This design comes from an exercise in tuning for small area, a short achievable clock period and few clock cycles per item on the open sky130 flow, not from production work. Function was not checked in any run shown here: the RTL went through the layout flow alone. Power and IR drop assume default switching activity.

**design/flow/config.mk**
```make
export PLATFORM = sky130hd
export DESIGN_NAME = mem_responder
export DESIGN_NICKNAME = mem_responder
export VERILOG_FILES = /design/flow/design.v
export SDC_FILE = /design/flow/constraint.sdc
export NUM_CORES = 4
export LEC_CHECK = 0
export CAP_MARGIN = 20
export CORE_MARGIN = 2
export CORE_UTILIZATION = 50
export CTS_CLUSTER_DIAMETER = 80
export CTS_CLUSTER_SIZE = 25
export SETUP_SLACK_MARGIN = 2.5
export SLEW_MARGIN = 20
export SYNTH_HIERARCHICAL = 1
export SYNTH_MINIMUM_KEEP_SIZE = 0
```
**design/flow/design.v**
```verilog
module mem_responder (
  input  logic       clk,
  input  logic       rst,
  input  logic       f_req,
  input  logic [7:0] f_addr,
  output logic       f_ack,
  output logic [7:0] f_rdata,
  input  logic       d_req,
  input  logic       d_we,
  input  logic [7:0] d_addr,
  input  logic [7:0] d_wdata,
  output logic       d_ack,
  output logic [7:0] d_rdata,
  output logic       busy
);
  logic [255:0][7:0] mem_q;
  logic [255:0][7:0] mem_d;
  logic       f_ack_q, d_ack_q, busy_q;
  logic [7:0][1:0] f_part_n, d_part_n, f_part_n_q, d_part_n_q;
  assign f_ack   = f_ack_q;
  assign d_ack   = d_ack_q;
  assign busy    = busy_q;
  for (genvar b = 0; b < 8; b++) begin : g_out
    mr_nand2 u_fo (.a(f_part_n_q[b][0]), .b(f_part_n_q[b][1]), .y(f_rdata[b]));
    mr_nand2 u_do (.a(d_part_n_q[b][0]), .b(d_part_n_q[b][1]), .y(d_rdata[b]));
  end
  always_ff @(posedge clk) begin
    f_ack_q <= f_req && !rst;
    d_ack_q <= d_req && !rst;
    busy_q  <= (f_req || d_req) && !rst;
  end
  logic        wen;
  logic [15:0] w_lo, w_hi, w_lo_n, w_hi_n;
  logic [255:0] row_we, row_hold;
  assign wen    = d_req && d_we && !rst;
  assign w_lo   = 16'(1) << d_addr[3:0];
  assign w_hi   = wen ? (16'(1) << d_addr[7:4]) : 16'h0000;
  assign w_lo_n = ~w_lo;
  assign w_hi_n = ~w_hi;
  for (genvar r = 0; r < 256; r++) begin : g_row
    mr_rowdec u_dec (.lo(w_lo[r % 16]), .hi(w_hi[r / 16]),
                     .lo_n(w_lo_n[r % 16]), .hi_n(w_hi_n[r / 16]),
                     .we(row_we[r]), .hold(row_hold[r]));
    for (genvar b = 0; b < 8; b++) begin : g_bit
      mr_bitnext u_nx (.q(mem_q[r][b]), .hold(row_hold[r]),
                       .wd(d_wdata[b]), .we(row_we[r]), .d(mem_d[r][b]));
    end
  end
  always_ff @(posedge clk) begin
    for (int r = 0; r < 256; r++) mem_q[r] <= mem_d[r];
  end
  mr_rdport u_frd (.addr(f_addr), .mem(mem_q), .part_n(f_part_n));
  mr_rdport u_drd (.addr(d_addr), .mem(mem_q), .part_n(d_part_n));
  always_ff @(posedge clk) begin
    f_part_n_q <= f_part_n;
    d_part_n_q <= d_part_n;
  end
endmodule
module mr_rowdec (
  input  logic lo,
  input  logic hi,
  input  logic lo_n,
  input  logic hi_n,
  output logic we,
  output logic hold
);
  assign we   = ~(lo_n | hi_n);
  assign hold = ~(lo & hi);
endmodule
module mr_bitnext (
  input  logic q,
  input  logic hold,
  input  logic wd,
  input  logic we,
  output logic d
);
  assign d = (q & hold) | (wd & we);
endmodule
module mr_rdport (
  input  logic [7:0] addr,
  input  logic [255:0][7:0] mem,
  output logic [7:0][1:0] part_n
);
  logic [15:0] lo, hi;
  assign lo = 16'(1) << addr[3:0];
  assign hi = 16'(1) << addr[7:4];
  for (genvar b = 0; b < 8; b++) begin : g_bit
    logic [15:0] g_n;
    for (genvar h = 0; h < 16; h++) begin : g_grp
      logic [15:0] m;
      logic [1:0]  p;
      for (genvar w = 0; w < 16; w++) begin : g_w
        assign m[w] = mem[h*16 + w][b];
      end
      mr_sel8 u_p0 (.m(m[7:0]),  .s(lo[7:0]),  .y(p[0]));
      mr_sel8 u_p1 (.m(m[15:8]), .s(lo[15:8]), .y(p[1]));
      mr_oai21 u_g (.a1(p[0]), .a2(p[1]), .b1(hi[h]), .y(g_n[h]));
    end
    logic [3:0] s;
    for (genvar j = 0; j < 4; j++) begin : g_sum
      mr_nand4 u_s (.a(g_n[4*j]), .b(g_n[4*j + 1]), .c(g_n[4*j + 2]),
                    .d(g_n[4*j + 3]), .y(s[j]));
    end
    mr_nor2 u_n0 (.a(s[0]), .b(s[1]), .y(part_n[b][0]));
    mr_nor2 u_n1 (.a(s[2]), .b(s[3]), .y(part_n[b][1]));
  end
endmodule
module mr_sel8 (
  input  logic [7:0] m,
  input  logic [7:0] s,
  output logic       y
);
  logic [3:0] t_n;
  for (genvar k = 0; k < 4; k++) begin : g_pair
    assign t_n[k] = ~((m[2*k] & s[2*k]) | (m[2*k + 1] & s[2*k + 1]));
  end
  assign y = ~&t_n;
endmodule
module mr_nand4 (
  input  logic a, b, c, d,
  output logic y
);
  assign y = ~(a & b & c & d);
endmodule
module mr_oai21 (
  input  logic a1, a2, b1,
  output logic y
);
  assign y = ~((a1 | a2) & b1);
endmodule
module mr_nor2 (
  input  logic a, b,
  output logic y
);
  assign y = ~(a | b);
endmodule
module mr_nand2 (
  input  logic a, b,
  output logic y
);
  assign y = ~(a & b);
endmodule
```
**design/flow/run.sh**
```bash
#!/bin/bash
# synth_recipe.tcl (not shown) runs the flow's synth.tcl, then flattens the netlist and writes it again
# the make line also repeats each setting of config.mk as NAME=value (left out here)
make -C /OpenROAD-flow-scripts/flow DESIGN_CONFIG=/design/flow/config.mk WORK_HOME=/design/flow/orfs CLKGATE_MAP_FILE= SYNTH_SCRIPT=/design/flow/synth_recipe.tcl finish
```
**design/flow/constraint.sdc**
```tcl
create_clock -name core_clock -period 5.0 [get_ports {clk}]
set_input_delay 1.0000 -clock core_clock [delete_from_list [all_inputs] [get_ports {clk}]]
set_output_delay 1.0000 -clock core_clock [all_outputs]
set_load 0.01 [all_outputs]
```
==> summary.txt, run 1 <==
* Status: finished clean
* Power density cells at about 300 nW/um2
* # H-tree levels at 3
* Final setup margin at roughly 2.1 ns
* Critical Path End Type: flip-flop
* Hold_buf cts at 0
* Count of buffers from port buffering at 47
* FILL cells at approximately 14000
* Yosys cell types at 30
* Tmin final at just under 3 ns
* Fmax at ~0.34 GHz
* Worst stage delay on the critical path at roughly 0.7 ns
* Clk buf depth at 3
* Fin. max-slew vios at 0
* Crit start category: primary input
* Placed cell count at approximately 10000
* Worst hold start: mem_q[1160]
* All-Layer GR Usage at 0.487
* Post-synth top area share at 0.500
* Number of synthesized flops with an enable pin at 0
* Number of CTS-inserted buffers at around 110
* CP arrival at around 3.6 ns
* DR WL/cell at just over 40 um
* Count leader, synth: dfxtp_1
* Commonest cells post-synth: 2083 x dfxtp_1, 2048 x a22o_1, 2048 x a22oi_1, 577 x nand4_1, 305 x nor2_1
* Area Growth Syn to Fin at 21.1%
* Worst setup slack after placement at roughly 0.47 ns
* Largest net degree at the start of global routing at 83
* Hold Slack at 0.517 ns
* Syn_nets at 7786
* Die W at 413 um
* Min-Delay Path Class: reg -> reg
* Row Count at 149
* Layout cells sized above 1 at 0.172
* RSZ-0062 raised after global routing: yes
* Max-Cap Viols at 0
* DIE AREA at 170000 um2
* Hold path endpoint: mem_q[1160]
* Root Buffer: clkbuf_16
* Critical path class: in -> reg
* Reg2Reg Launch Point: mem_q[722]
* Worst-skew pair later-pin latency at 0.85 ns
* CP max-delay cell: nand4_1
* Number of top-level pins at 48
* Worst path cell trace: buf_16, buf_12, nor4b_4, buf_4, buf_12, buf_16, buf_8, a22oi_2, nand4_1, o21ai_2, nand4_1, nor2_1
* DRC violations left at 0
* Fin crit share at 0.582
* Remaining antenna violation count at 0
* Vias at around 88000
* Die Y-Extent at approximately 410 um
* Final setup viols at 0
* Main synth FF type: dfxtp_1
* Worst rel slew slack at 0.331
* First-pass GRT wire length at 600 mm
* Gate Count Post-Synth at 7757
* Setup slack, reg-to-reg at approximately 2.7 ns
* Area leader, netlist: dfxtp_1
* Synth Cell Area at approximately 83000 um2
* Clock Sinks at approximately 2100
* Synth top area cells: dfxtp_1 50%, a22o_1 21%, a22oi_1 18%, nand4_1 4.3%, o21ai_1 1.5%
* Worst reg2reg path depth at 5
* Hold path cells at 1
* WP data required at between 5 and 6 ns
* Crit-path max FO at 7
* Vias/cell at ~8
* Initial antenna violation count at 28
* TritonCTS clock tree: built
* 1st-pass router iterations at 14
* Vias in the first global route at a little under 80000
* Synth Register Bits at 2083
* Non-Filler Instances at ~11000
* DP Wirelength at roughly 270 mm
* Worst-Margin Slew at between 1 and 1.5 ns
* Final RePlAce weighted congestion at between 1 and 1.5
* Yosys warnings at 7
* Leakage power at roughly 35 nW
* Max IR drop VDD at 377 uV
* Util after Layout at 0.611
* Core area at ~170000 um2
* Fin nets at 8522
* Syn Area/Cell at between 10 and 15 um2
* Final WL at 443 mm
* Starting Density at 0.505
* Clk slew on worst S/H paths at ~0.1 ns
* R2R Path End: f_part_n_q[4]
* Post-synthesis sequential area ratio at 0.500
* Initial drt markers at roughly 15000
* Fin. Hold Viols at 0
* Clock skew at just under 0.04 ns
* GRT overflow at 0
* Asr flop ratio synth at 0
## timing repair
item,CTS,global route
setup buffers,135,51
endpoints found under the setup margin,2099,1617
cloned,45,15
pin swaps,193,203
resized for setup,671,292
## cells by family after synthesis
kind of cell	synth area share
AOI/OAI and AO/OA	0.414
DFF	0.500
and+or+nand+nor	0.0838
buffers and inverters	0.00219
## modules after synthesis, one instance, submodules excluded, a selection
module / cell area, um2 / copies in the design / cells inside / flops+latches
mem_responder: 42300 / 1 / 2189 / 2083
mr_rdport: 453 / 2 / 40 / 0
mr_bitnext: 8.76 / 2048 / 1 / 0
mr_nand4: 6.26 / 64 / 1 / 0
mr_oai21: 5.00 / 256 / 1 / 0
mr_nor2: 3.75 / 32 / 1 / 0
## cell type report
class / count / area (um2) / area share
Multi-Input combinational cell: 5655 / 44500 / 0.440
Tap cell: 2189 / 2740 / 0.0271
Sequential cell: 2083 / 41800 / 0.413
Inverter: 2 / 21.3 / 0.000210
Clock inverter: 67 / 753 / 0.00745
Timing Repair Buffer: 637 / 8240 / 0.0815
Antenna cell: 21 / 52.6 / 0.000520
Clock buffer: 131 / 3050 / 0.0302
## layout by cell type (no fill, tap or decap), drive strengths merged, types with 5 or more instances in the layout
cell	count
dfxtp	2083
a22o	2048
a22oi	2048
buf	593
nand4	577
nor2	305
nand2	289
o21ai	256
clkbuf	144
inv	35
and4bb	31
clkinv	22
diode	21
and4b	20
bufbuf	19
nor4b	16
nor3	13
nand3	13
clkinvlp	7
nand2b	6
nor2b	6
nor4	5
clkdlybuf4s50	5
dlygate4sd2	5
bufinv	5
and4	5
## report_power, final
part	switching [W]	internal [W]	leakage, nW
logic	0.00149	0.000665	16.3
registers	0.000242	0.0168	16.8
clock network	0.00636	0.00479	1.86
total	0.00810	0.0223	34.9
## registers in the layout, indices dropped and copies added (netlist names)
signal      flops
busy_q          1
f_part_n_q     16
f_ack_q         1
d_ack_q         1
d_part_n_q     16
mem_q        2048
## stage by stage
step                power, W  TNS [ns]  cell area (um2)
floorplan             0.0180    -0.123            83800
global placement      0.0191         0            90700
detailed placement    0.0191         0            90700
CTS                   0.0301         0            99100
global route          0.0309         0           101000
finish                0.0304         0           101000
## worst max-delay path by stage
stage / from / end / slack, ns
after floorplan: d_addr[0] / d_part_n_q[0] / -0.01
after global placement: d_addr[0] / d_part_n_q[6] / 0.52
after detailed placement: f_addr[0] / f_part_n_q[7] / 0.47
after CTS: rst / mem_q[284] / 2.23
after global routing: f_addr[3] / f_part_n_q[7] / 2.20
final: f_addr[3] / f_part_n_q[4] / 2.09
## critical path, delay by kind of cell
family                 cells  cell delay [ns]
and+or+nand+nor            4             1.30
buffers and inverters      6             0.88
AOI/OAI and AO/OA          2             0.43
## layer usage
layer,global-route usage,up-vias,part of all wire
met1,0.620,43000,0.36
li1,-,35000,-
met3,0.178,1972,0.15
met4,0.352,26,0.095
met2,0.676,7632,0.39
met5,0.00876,-,0.0013
==> run 2, diff against run 1 <==
==> design/flow/design.v (replaced) <==
module mem_responder (
  input  logic       clk,
  input  logic       rst,
  input  logic       f_req,
  input  logic [7:0] f_addr,
  output logic       f_ack,
  output logic [7:0] f_rdata,
  input  logic       d_req,
  input  logic       d_we,
  input  logic [7:0] d_addr,
  input  logic [7:0] d_wdata,
  output logic       d_ack,
  output logic [7:0] d_rdata,
  output logic       busy
);
  logic [7:0] mem [256];
  logic       f_ack_q, d_ack_q, busy_q;
  logic [7:0] f_rdata_q, d_rdata_q;
  assign f_ack   = f_ack_q;
  assign d_ack   = d_ack_q;
  assign busy    = busy_q;
  assign f_rdata = f_rdata_q;
  assign d_rdata = d_rdata_q;
  always_ff @(posedge clk) begin
    f_ack_q <= f_req && !rst;
    d_ack_q <= d_req && !rst;
    busy_q  <= (f_req || d_req) && !rst;
  end
  always_ff @(posedge clk) begin
    f_rdata_q <= mem[f_addr];
    d_rdata_q <= mem[d_addr];
  end
  always_ff @(posedge clk) begin
    if (d_req && d_we && !rst) mem[d_addr] <= d_wdata;
  end
endmodule
==> design/flow/config.mk (replaced) <==
export PLATFORM = sky130hd
export DESIGN_NAME = mem_responder
export DESIGN_NICKNAME = mem_responder
export VERILOG_FILES = /design/flow/design.v
export SDC_FILE = /design/flow/constraint.sdc
export NUM_CORES = 4
export LEC_CHECK = 0
export CAP_MARGIN = 20
export CORE_MARGIN = 2
export CORE_UTILIZATION = 40
export SLEW_MARGIN = 20
==> summary.txt, run 2 <==
* Leading cell types in the layout, fill and taps excluded: 2048 x edfxtp_1, 1055 x mux4_2, 491 x buf_4 (was 2055 x dfxtp_1, 2048 x a22o_1, 1861 x a22oi_1)
* Initial antenna violation count at 18 (was 28)
* DRC violations left at 0 (unchanged)
* Number of synthesized flops with an enable pin at 2048 (was 0)
* Row Count at 179 (was 149)
* Placed cell areas at 103000 um2 (was 90700 um2)
* CP arrival at 4.64 ns (was 3.64 ns)
* Synth Cell Area at 95900 um2 (was 83500 um2)
* Max IR drop VDD at 366 uV (was 377 uV)
* Sequential share of power at 0.490 (was 0.562)
* TritonCTS clock tree: built (unchanged)
* DIE AREA at 244000 um2 (was 170000 um2)
* Post-synth top area share at 0.641 (was 0.500)
* DR WL/cell at 38.6 um (was 41.1 um)
* 1st-pass router iterations at 6 (was 14)
* Sw frac at 0.238 (was 0.266)
* Starting Density at 0.403 (was 0.505)
* Setup bufs post-CTS at 0 (was 135)
* Gate Count Post-Synth at 4778 (was 7757)
* FILL cells at 19900 (was 13700)
* Max-Cap Viols at 0 (unchanged)
* Setup Total Neg Slack at 0 ns (unchanged)
* P_sw at 0.00928 W (was 0.00810 W)
* Area leader, netlist: edfxtp_1 (was dfxtp_1)
* DP Wirelength at 226 mm (was 272 mm)
* Die W at 494 um (was 413 um)
* Min-Delay Path Class: in -> reg (was reg -> reg)
* Asr flop ratio synth at 0 (unchanged)
* Critical Path End Type: flip-flop (unchanged)
* Final setup viols at 0 (unchanged)
* Number of top-level pins at 48 (unchanged)
* Util after Layout at 0.465 (was 0.611)
* Biggest register: mem (was mem_q)
* Finished Cell Area at 111000 um2 (was 101000 um2)
* Worst-Margin Slew at 1.19 ns (was 1.00 ns)
* Clock skew at 0.0472 ns (was 0.0394 ns)
* All-Layer GR Usage at 0.269 (was 0.487)
* Setup slack, reg-to-reg at 1.75 ns (was 2.71 ns)
* Syn_nets at 4807 (was 7786)
* Clk pwr share at 0.423 (was 0.367)
* Worst rel slew slack at 0.205 (was 0.331)
* Initial drt markers at 8884 (was 15300)
* Fin. max-slew vios at 0 (unchanged)
* Fin nets at 5231 (was 8522)
* Vias in the first global route at 55700 (was 79000)
* Final WL at 330 mm (was 443 mm)
* Power density cells at 353 nW/um2 (was 300 nW/um2)
* Max reg flops at 2048 (unchanged)
* Syn Area/Cell at 20.1 um2 (was 10.8 um2)
* Core area at 238000 um2 (was 165000 um2)
* Remaining antenna violation count at 0 (unchanged)
* Synth Register Bits at 2067 (was 2083)
* Post-synthesis sequential area ratio at 0.645 (was 0.500)
* Count of buffers from port buffering at 47 (unchanged)
* Worst-skew pair later-pin latency at 0.90 ns (was 0.85 ns)
* Final setup margin at 1.08 ns (was 2.09 ns)
* Die Y-Extent at 494 um (was 413 um)
* WP data required at 5.72 ns (was 5.73 ns)
* Leading cell type in the layout, fill and taps excluded: edfxtp_1 (was dfxtp_1)
* Clk slew on worst S/H paths at 0.06 ns (was 0.10 ns)
* Final RePlAce weighted congestion at 0.955 (was 1.09)
* Crit-path max FO at 53 (was 7)
* First-pass GRT wire length at 456 mm (was 600 mm)
* Fin. Hold Viols at 0 (unchanged)
* Fin crit share at 0.785 (was 0.582)
* GRT overflow at 0 (unchanged)
* Layout cells sized above 1 at 0.373 (was 0.172)
* Largest net degree at the start of global routing at 138 (was 83)
* Largest regs: mem: 2048 flops, d_rdata_q: 8 flops, f_rdata_q: 8 flops (was mem_q: 2048 flops, d_part_n_q: 16 flops, f_part_n_q: 16 flops)
* Fmax at 0.255 GHz (was 0.343 GHz)
* Hold Slack at 0.709 ns (was 0.517 ns)
* Synth top area cells: edfxtp_1 64%, mux4_2 25%, mux2i_1 2.8%, nor2_1 1.1%, o221ai_1 0.80% (was dfxtp_1 50%, a22o_1 21%, a22oi_1 18%, nand4_1 4.3%, o21ai_1 1.5%)
* Cell internal pwr at 0.0298 W (was 0.0223 W)
* Commonest cells post-synth: 2048 x edfxtp_1, 1055 x mux4_2, 286 x nor2_1, 268 x mux2i_1, 170 x clkbuf_1 (was 2083 x dfxtp_1, 2048 x a22o_1, 2048 x a22oi_1, 577 x nand4_1, 305 x nor2_1)
* Yosys warnings at 1 (was 7)
* Leakage power at 35.1 nW (was 34.9 nW)
* Crit start category: primary input (unchanged)
* Number of CTS-inserted buffers at 216 (was 114)
* Critical path class: in -> reg (unchanged)
* Post_cts resized at 0 (was 671)
* Combinational Power Share at 0.087 (was 0.071)
* Vias at 56600 (was 87700)
* Clock Sinks at 2067 (was 2083)
* Worst setup slack after placement at 0.259 ns (was 0.466 ns)
* Main synth FF type: edfxtp_1 (was dfxtp_1)
* Tmin final at 3.92 ns (was 2.91 ns)
* Status: finished clean (unchanged)
* Vias/cell at 6.61 (was 8.13)
* Area Growth Syn to Fin at 15.4% (was 21.1%)
* Root Buffer: clkbuf_16 (unchanged)
* # H-tree levels at 4 (was 3)
* Clk buf depth at 3 (unchanged)
* Yosys cell types at 57 (was 30)
* Hold_buf cts at 0 (unchanged)
* RSZ-0062 raised after global routing: no (was yes)
* Count leader, synth: edfxtp_1 (was dfxtp_1)
[run 2: worst paths after layout]
path	startpoint	end	cells past startpoint
max	f_addr[1]	f_rdata_q[4]	9
min	f_req	f_ack_q	2
max reg2reg	mem[144][0]	d_rdata_q[0]	6
min reg2reg	mem[138][5]	d_rdata_q[5]	4
[run 2: area by class of cell]
| cell class | instances | area (um2) | area share |
|---|---|---|---|
| Antenna cell | 10 | 25.0 | 0.000226 |
| Sequential cell | 2067 | 61900 | 0.559 |
| Clock buffer | 245 | 5560 | 0.0502 |
| Multi-Input combinational cell | 2316 | 32300 | 0.292 |
| Inverter | 8 | 37.5 | 0.000339 |
| Timing Repair Buffer | 593 | 5310 | 0.0479 |
| Tap cell | 3167 | 3960 | 0.0358 |
| Clock inverter | 152 | 1650 | 0.0149 |
[run 2: cells by family (layout without fill, tap and decap cells)]
group / count (synthesis) / in the layout / synth area share
compound gates: 402 / 402 / 0.0306
buf+inv: 395 / 998 / 0.0195
flops: 2067 / 2067 / 0.645
mux: 1355 / 1355 / 0.279
other cells: 0 / 10 / 0
simple gates: 559 / 559 / 0.0257
[run 2: metrics by stage]
stage	std cells	power [W]
final	8558	0.0390
after global routing	8551	0.0399
after CTS	8548	0.0392
after detailed placement	8151	0.0229
after global placement	8150	0.0228
after floorplan	4778	0.0212
[run 2: layer usage]
metal / up-vias / track usage / share of wire
met3: 718 / 0.0598 / 0.11
met1: 30500 / 0.369 / 0.38
met5: - / 0 / 0.00034
li1: 21700 / - / -
met2: 3679 / 0.412 / 0.46
met4: 18 / 0.127 / 0.056
[run 2: power groups by stage]
| stage | registers (W) | clock network, W | logic, W |
|---|---|---|---|
| floorplan | 0.0195 | 0 | 0.00174 |
| detailed placement | 0.0195 | 0 | 0.00335 |
| global route | 0.0191 | 0.0173 | 0.00347 |
| finish | 0.0191 | 0.0165 | 0.00339 |
| global placement | 0.0195 | 0 | 0.00333 |
| CTS | 0.0191 | 0.0167 | 0.00335 |
[run 2: critical path: stages]
cell,delay [ns]
buf_8,0.41
buf_4,0.65
mux4_2,0.46
mux2_2,0.34
a221oi_1,0.72
o31ai_1,0.20
nor3_1,0.26
buf_4,0.24
nor4_1,0.07

==> what the ideal ports hide <==
The flow's constraints put no driver on any port. The routed layouts listed below were extracted and timed again, unchanged, in two steps.
Step 1: set_driving_cell puts a clkbuf_16 on clk and a buf_2 on each other input, an assumption about the parent block.
Step 2 also shifts input and output timing later by t, the mid clock arrival at the registers, as if the neighbouring blocks saw the same clock.
Slacks: no drivers / after step 1 / after step 2; pairs: no drivers / after step 1.
run | shift t [ns] | setup WS [ns] | hold slack, ns
run 1 | 0.920 | 2.088 / 1.954 / 1.034 | 0.517 / 0.517 / 0.517
run 2 | 0.960 | 1.077 / 1.118 / 0.158 | 0.709 / 0.640 / 1.087
After both steps setup and hold are still met in every run listed. For run 1, which loses most, drivers alone change the setup slack by -0.134 ns; drivers and shift together by -1.054 ns.
